What follows belongs to an exercise in optimizing a design on an open flow for a short achievable clock period and few clock cycles per item; a production flow would make more cautious choices. Power figures rest on the tool's default switching activity, not on a simulated workload.

== the reference run ==
==> flow/design.v <==
`default_nettype none
package ssmt_pkg;
  localparam int unsigned OP_W           = 2;
  localparam int unsigned VALUE_W        = 16;
  localparam int unsigned COUNT_W        = 7;
  localparam int unsigned DEF_CAPACITY   = 64;
  localparam int unsigned DEF_ELEM_WIDTH = 16;
  typedef enum logic [OP_W-1:0] {
    OP_INSERT = 2'd0,
    OP_DELETE = 2'd1,
    OP_QUERY  = 2'd2,
    OP_CLEAR  = 2'd3
  } ssmt_op_e;
  typedef struct packed {
    logic ins_en;
    logic del_en;
  } ssmt_ctl_t;
endpackage
`default_nettype wire
`default_nettype none
module ssmt_cell #(
  parameter int unsigned ELEM_WIDTH = ssmt_pkg::DEF_ELEM_WIDTH
) (
  input  wire logic                   clk_i,
  input  wire logic                   we_i,
  input  wire logic [ELEM_WIDTH-1:0]  wdata_i,
  input  wire logic [ELEM_WIDTH-1:0]  elem_i,
  output logic                        match_o
);
  logic [ELEM_WIDTH-1:0] entry_q;
  assign match_o = entry_q == elem_i;
  always_ff @(posedge clk_i) begin
    if (we_i) begin
      entry_q <= wdata_i;
    end
  end
endmodule
`default_nettype wire
`default_nettype none
module small_set_membership_table #(
  parameter int unsigned CAPACITY   = ssmt_pkg::DEF_CAPACITY,
  parameter int unsigned ELEM_WIDTH = ssmt_pkg::DEF_ELEM_WIDTH
) (
  input  wire logic                          clk_i,
  input  wire logic                          rst_ni,
  input  wire logic                          start_i,
  output logic                               busy_o,
  input  wire logic [ssmt_pkg::OP_W-1:0]     op_i,
  input  wire logic [ssmt_pkg::VALUE_W-1:0]  value_i,
  output logic                               valid_o,
  output logic                               was_member_o,
  output logic [ssmt_pkg::COUNT_W-1:0]       count_o,
  output logic                               empty_res_o,
  output logic                               full_res_o,
  output logic                               rejected_o
);
  localparam int unsigned CNT_W = $clog2(CAPACITY + 1);
  localparam int unsigned NGRP  = 4;
  localparam int unsigned GRP   = (CAPACITY + 2 + NGRP + 1 + NGRP - 1) / NGRP;
  localparam int unsigned PHYS  = NGRP * GRP;
  assign busy_o = 1'b0;
  logic [ELEM_WIDTH-1:0] elem;
  assign elem = ELEM_WIDTH'(value_i);
  logic [PHYS-1:0]  valid_q, valid_d;
  logic [PHYS-1:0]  pslot_q;          
  logic             pend_q;           
  logic [PHYS-1:0]  fs_q, fs_d;       
  logic [NGRP-1:0]  gsel_q, gsel_d;   
  logic [PHYS-1:0]  live;             
  assign live = valid_q | (pslot_q & {PHYS{pend_q}});
  logic [PHYS-1:0]       match;
  logic                  b_ins;
  logic [ELEM_WIDTH-1:0] b_v_q;
  for (genvar i = 0; i < PHYS; i++) begin : g_cell
    ssmt_cell #(
      .ELEM_WIDTH(ELEM_WIDTH)
    ) u_cell (
      .clk_i  (clk_i),
      .we_i   (b_ins && fs_q[i]),
      .wdata_i(b_v_q),
      .elem_i (elem),
      .match_o(match[i])
    );
  end
  logic                          b_vld_q;
  logic [ssmt_pkg::OP_W-1:0]     b_op_q;
  logic [PHYS-1:0]               b_m_q;     
  logic                          b_eqp_q;   
  logic                          delok_q;   
  logic                          clr_q;     
  always_ff @(posedge clk_i or negedge rst_ni) begin
    if (!rst_ni) begin
      b_vld_q <= 1'b0;
    end else begin
      b_vld_q <= start_i;
    end
  end
  always_ff @(posedge clk_i) begin
    b_op_q  <= op_i;
    b_v_q   <= elem;
    b_m_q   <= match & live;
    b_eqp_q <= elem == b_v_q;
  end
  logic [CNT_W-1:0] count_q, count_d;
  logic             full_q, full_d;
  logic             empty_d;
  logic             member;
  logic             b_del, b_clr;
  logic             ins_ok, del_ok;
  assign b_ins = b_vld_q && b_op_q == ssmt_pkg::OP_INSERT;
  assign b_del = b_vld_q && b_op_q == ssmt_pkg::OP_DELETE;
  assign b_clr = b_vld_q && b_op_q == ssmt_pkg::OP_CLEAR;
  assign member = ((|b_m_q) && !clr_q && !(delok_q && b_eqp_q)) || (pend_q && b_eqp_q);
  assign ins_ok = b_ins && !member && !full_q;
  assign del_ok = b_del && member;
  always_comb begin
    if (b_clr) begin
      valid_d = '0;
    end else begin
      valid_d = live & ~({PHYS{b_del}} & (b_m_q | (pslot_q & {PHYS{pend_q && b_eqp_q}})));
    end
  end
  logic [PHYS-1:0] freev;
  logic [NGRP-1:0] two;
  assign freev = ~(valid_q | pslot_q | fs_q);
  for (genvar g = 0; g < NGRP; g++) begin : g_grp
    logic [GRP-1:0] f;
    logic [GRP:0]   any, more;
    assign f       = freev[g*GRP +: GRP];
    assign any[0]  = 1'b0;
    assign more[0] = 1'b0;
    for (genvar j = 0; j < GRP; j++) begin : g_slot
      assign fs_d[g*GRP+j] = gsel_q[g] && f[j] && !any[j];
      assign any[j+1]      = any[j] || f[j];
      assign more[j+1]     = more[j] || (any[j] && f[j]);
    end
    assign two[g] = more[GRP];
  end
  for (genvar g = 0; g < NGRP; g++) begin : g_gsel
    if (g == 0) begin : g_first
      assign gsel_d[g] = two[g];
    end else begin : g_rest
      assign gsel_d[g] = two[g] && !(|two[g-1:0]);
    end
  end
  logic [CNT_W-1:0] cnt_mem, cnt_non;
  always_comb begin
    if (b_clr) begin
      cnt_mem = '0;
      cnt_non = '0;
    end else begin
      cnt_mem = b_del ? count_q - CNT_W'(1) : count_q;
      cnt_non = (b_ins && !full_q) ? count_q + CNT_W'(1) : count_q;
    end
  end
  assign count_d = member ? cnt_mem : cnt_non;
  assign full_d  = member ? cnt_mem == CNT_W'(CAPACITY) : cnt_non == CNT_W'(CAPACITY);
  assign empty_d = member ? cnt_mem == '0 : cnt_non == '0;
  always_ff @(posedge clk_i or negedge rst_ni) begin
    if (!rst_ni) begin
      valid_q <= '0;
      pslot_q <= '0;
      pend_q  <= 1'b0;
      delok_q <= 1'b0;
      clr_q   <= 1'b0;
      fs_q    <= PHYS'(1);
      gsel_q  <= NGRP'(1);
      count_q <= '0;
      full_q  <= 1'b0;
    end else begin
      valid_q <= valid_d;
      pslot_q <= fs_q;
      pend_q  <= ins_ok;
      delok_q <= del_ok;
      clr_q   <= b_clr;
      fs_q    <= fs_d;
      gsel_q  <= gsel_d;
      count_q <= count_d;
      full_q  <= full_d;
    end
  end
  logic                          valid_q_r;
  logic                          was_q, empty_q, full_r_q, rej_q;
  logic [ssmt_pkg::COUNT_W-1:0]  cnt_res_q;
  always_ff @(posedge clk_i or negedge rst_ni) begin
    if (!rst_ni) begin
      valid_q_r <= 1'b0;
    end else begin
      valid_q_r <= b_vld_q;
    end
  end
  always_ff @(posedge clk_i) begin
    was_q     <= member;
    cnt_res_q <= ssmt_pkg::COUNT_W'(count_d);
    empty_q   <= empty_d;
    full_r_q  <= full_d;
    rej_q     <= b_ins && !member && full_q;
  end
  assign valid_o      = valid_q_r;
  assign was_member_o = was_q;
  assign count_o      = cnt_res_q;
  assign empty_res_o  = empty_q;
  assign full_res_o   = full_r_q;
  assign rejected_o   = rej_q;
endmodule
`default_nettype wire
clock: 6.0 ns
lec_check: 0
abc_clock_period_in_ps: 1500
cap_margin: 20
core_margin: 2
core_utilization: 65
place_density: 0.75
setup_slack_margin: 3.8
slew_margin: 20
run.sh (not shown) runs the stock make flow with config.mk's settings and CLKGATE_MAP_FILE= SYNTH_SCRIPT=/design/flow/synth_recipe.tcl, a recipe that flattens the netlist after the stock synthesis.
The inputs of the trial run differ from those of the reference run as listed below.
--- a/flow/design.v
+++ b/flow/design.v
@@ -58,10 +58,22 @@
   localparam int unsigned NGRP  = 4;
   localparam int unsigned GRP   = (CAPACITY + 2 + NGRP + 1 + NGRP - 1) / NGRP;
   localparam int unsigned PHYS  = NGRP * GRP;
   assign busy_o = 1'b0;
-  logic [ELEM_WIDTH-1:0] elem;
-  assign elem = ELEM_WIDTH'(value_i);
+  logic                          a_vld_q;
+  logic [ssmt_pkg::OP_W-1:0]     a_op_q;
+  logic [ELEM_WIDTH-1:0]         a_v_q;
+  always_ff @(posedge clk_i or negedge rst_ni) begin
+    if (!rst_ni) begin
+      a_vld_q <= 1'b0;
+    end else begin
+      a_vld_q <= start_i;
+    end
+  end
+  always_ff @(posedge clk_i) begin
+    a_op_q <= op_i;
+    a_v_q   <= ELEM_WIDTH'(value_i);
+  end
   logic [PHYS-1:0]  valid_q, valid_d;
   logic [PHYS-1:0]  pslot_q;          
   logic             pend_q;           
   logic [PHYS-1:0]  fs_q, fs_d;       
@@ -77,9 +89,9 @@
     ) u_cell (
       .clk_i  (clk_i),
       .we_i   (b_ins && fs_q[i]),
       .wdata_i(b_v_q),
-      .elem_i (elem),
+      .elem_i (a_v_q),
       .match_o(match[i])
     );
   end
   logic                          b_vld_q;
@@ -91,16 +103,16 @@
   always_ff @(posedge clk_i or negedge rst_ni) begin
     if (!rst_ni) begin
       b_vld_q <= 1'b0;
     end else begin
-      b_vld_q <= start_i;
-    end
-  end
-  always_ff @(posedge clk_i) begin
-    b_op_q  <= op_i;
-    b_v_q   <= elem;
+      b_vld_q <= a_vld_q;
+    end
+  end
+  always_ff @(posedge clk_i) begin
+    b_op_q  <= a_op_q;
+    b_v_q   <= a_v_q;
     b_m_q   <= match & live;
-    b_eqp_q <= elem == b_v_q;
+    b_eqp_q <= a_v_q == b_v_q;
   end
   logic [CNT_W-1:0] count_q, count_d;
   logic             full_q, full_d;
   logic             empty_d;
@@ -143,8 +155,13 @@
       assign gsel_d[g] = two[g] && !(|two[g-1:0]);
     end
   end
   logic [CNT_W-1:0] cnt_mem, cnt_non;
+  logic             at_one, at_top;    
+  logic             empty_q_s;         
+  assign at_one    = count_q == CNT_W'(1);
+  assign at_top    = count_q == CNT_W'(CAPACITY - 1);
+  assign empty_q_s = count_q == '0;
   always_comb begin
     if (b_clr) begin
       cnt_mem = '0;
       cnt_non = '0;
@@ -153,10 +170,10 @@
       cnt_non = (b_ins && !full_q) ? count_q + CNT_W'(1) : count_q;
     end
   end
   assign count_d = member ? cnt_mem : cnt_non;
-  assign full_d  = member ? cnt_mem == CNT_W'(CAPACITY) : cnt_non == CNT_W'(CAPACITY);
-  assign empty_d = member ? cnt_mem == '0 : cnt_non == '0;
+  assign full_d  = !b_clr && (member ? (!b_del && full_q) : (full_q || (b_ins && at_top)));
+  assign empty_d = b_clr || (member ? (b_del && at_one) : (empty_q_s && !b_ins));
   always_ff @(posedge clk_i or negedge rst_ni) begin
     if (!rst_ni) begin
       valid_q <= '0;
       pslot_q <= '0;
Results
- Portion of the post-synthesis area used by sequential elements | the trial run above the reference run
- The trial run vs. the reference run: multi-input logic area shrank by about 0.45%, worst setup slack grew by 74 ps, final-layout non-clock buffer area share grew by 0.51 points, sum of routed wire length over all layers grew by 8.8 mm, share of total power in sequential cells held steady.
- Run comparison: the trial run worst setup path startpoint b_m_q[11]; the reference run worst setup path startpoint b_m_q[21]
- On later-pin clock latency in the skew report, the reference run and the trial run are basically level.
- The trial run: critical path depth lower than the reference run
No functional check of the RTL was part of any run of this note.

[static timing again, ports no longer ideal]
In the flow no input, the clock included, has a driving cell. The finished layouts below were timed again as built, in two steps.
Step 1 (the two cells are an assumption about what drives the block):
set clk [get_ports {clk_i}]
set_driving_cell -lib_cell sky130_fd_sc_hd__clkbuf_16 $clk
set_driving_cell -lib_cell sky130_fd_sc_hd__buf_2 [delete_from_list [all_inputs] $clk]
Step 2 times the ports against the registers' clock, not the clock port: input delays grow and output delays shrink by t, the midpoint of the rising clock arrivals with the driver on.
Slacks: ideal / step 1 / step 2; pairs: ideal / step 1.
| run | t, ns | setup WS [ns] | hold slack, ns | worst setup path after step 2 | worst data-port slew with drivers (ns) |
|---|---|---|---|---|---|
| the reference run | 0.804 | 3.385 / 3.385 / 2.934 | 0.381 / 0.381 / 0.381 | input to register | 0.34 |
| the trial run | 0.826 | 3.459 / 3.459 / 3.437 | 0.323 / 0.323 / 0.323 | input, reset recovery | 0.06 |
After both steps setup and hold are still met in every run listed. The setup slack of the reference run, which loses most, moves by 0.000 ns with the drivers and by -0.451 ns with both steps. The worst setup slack also covers recovery checks on asynchronous resets.
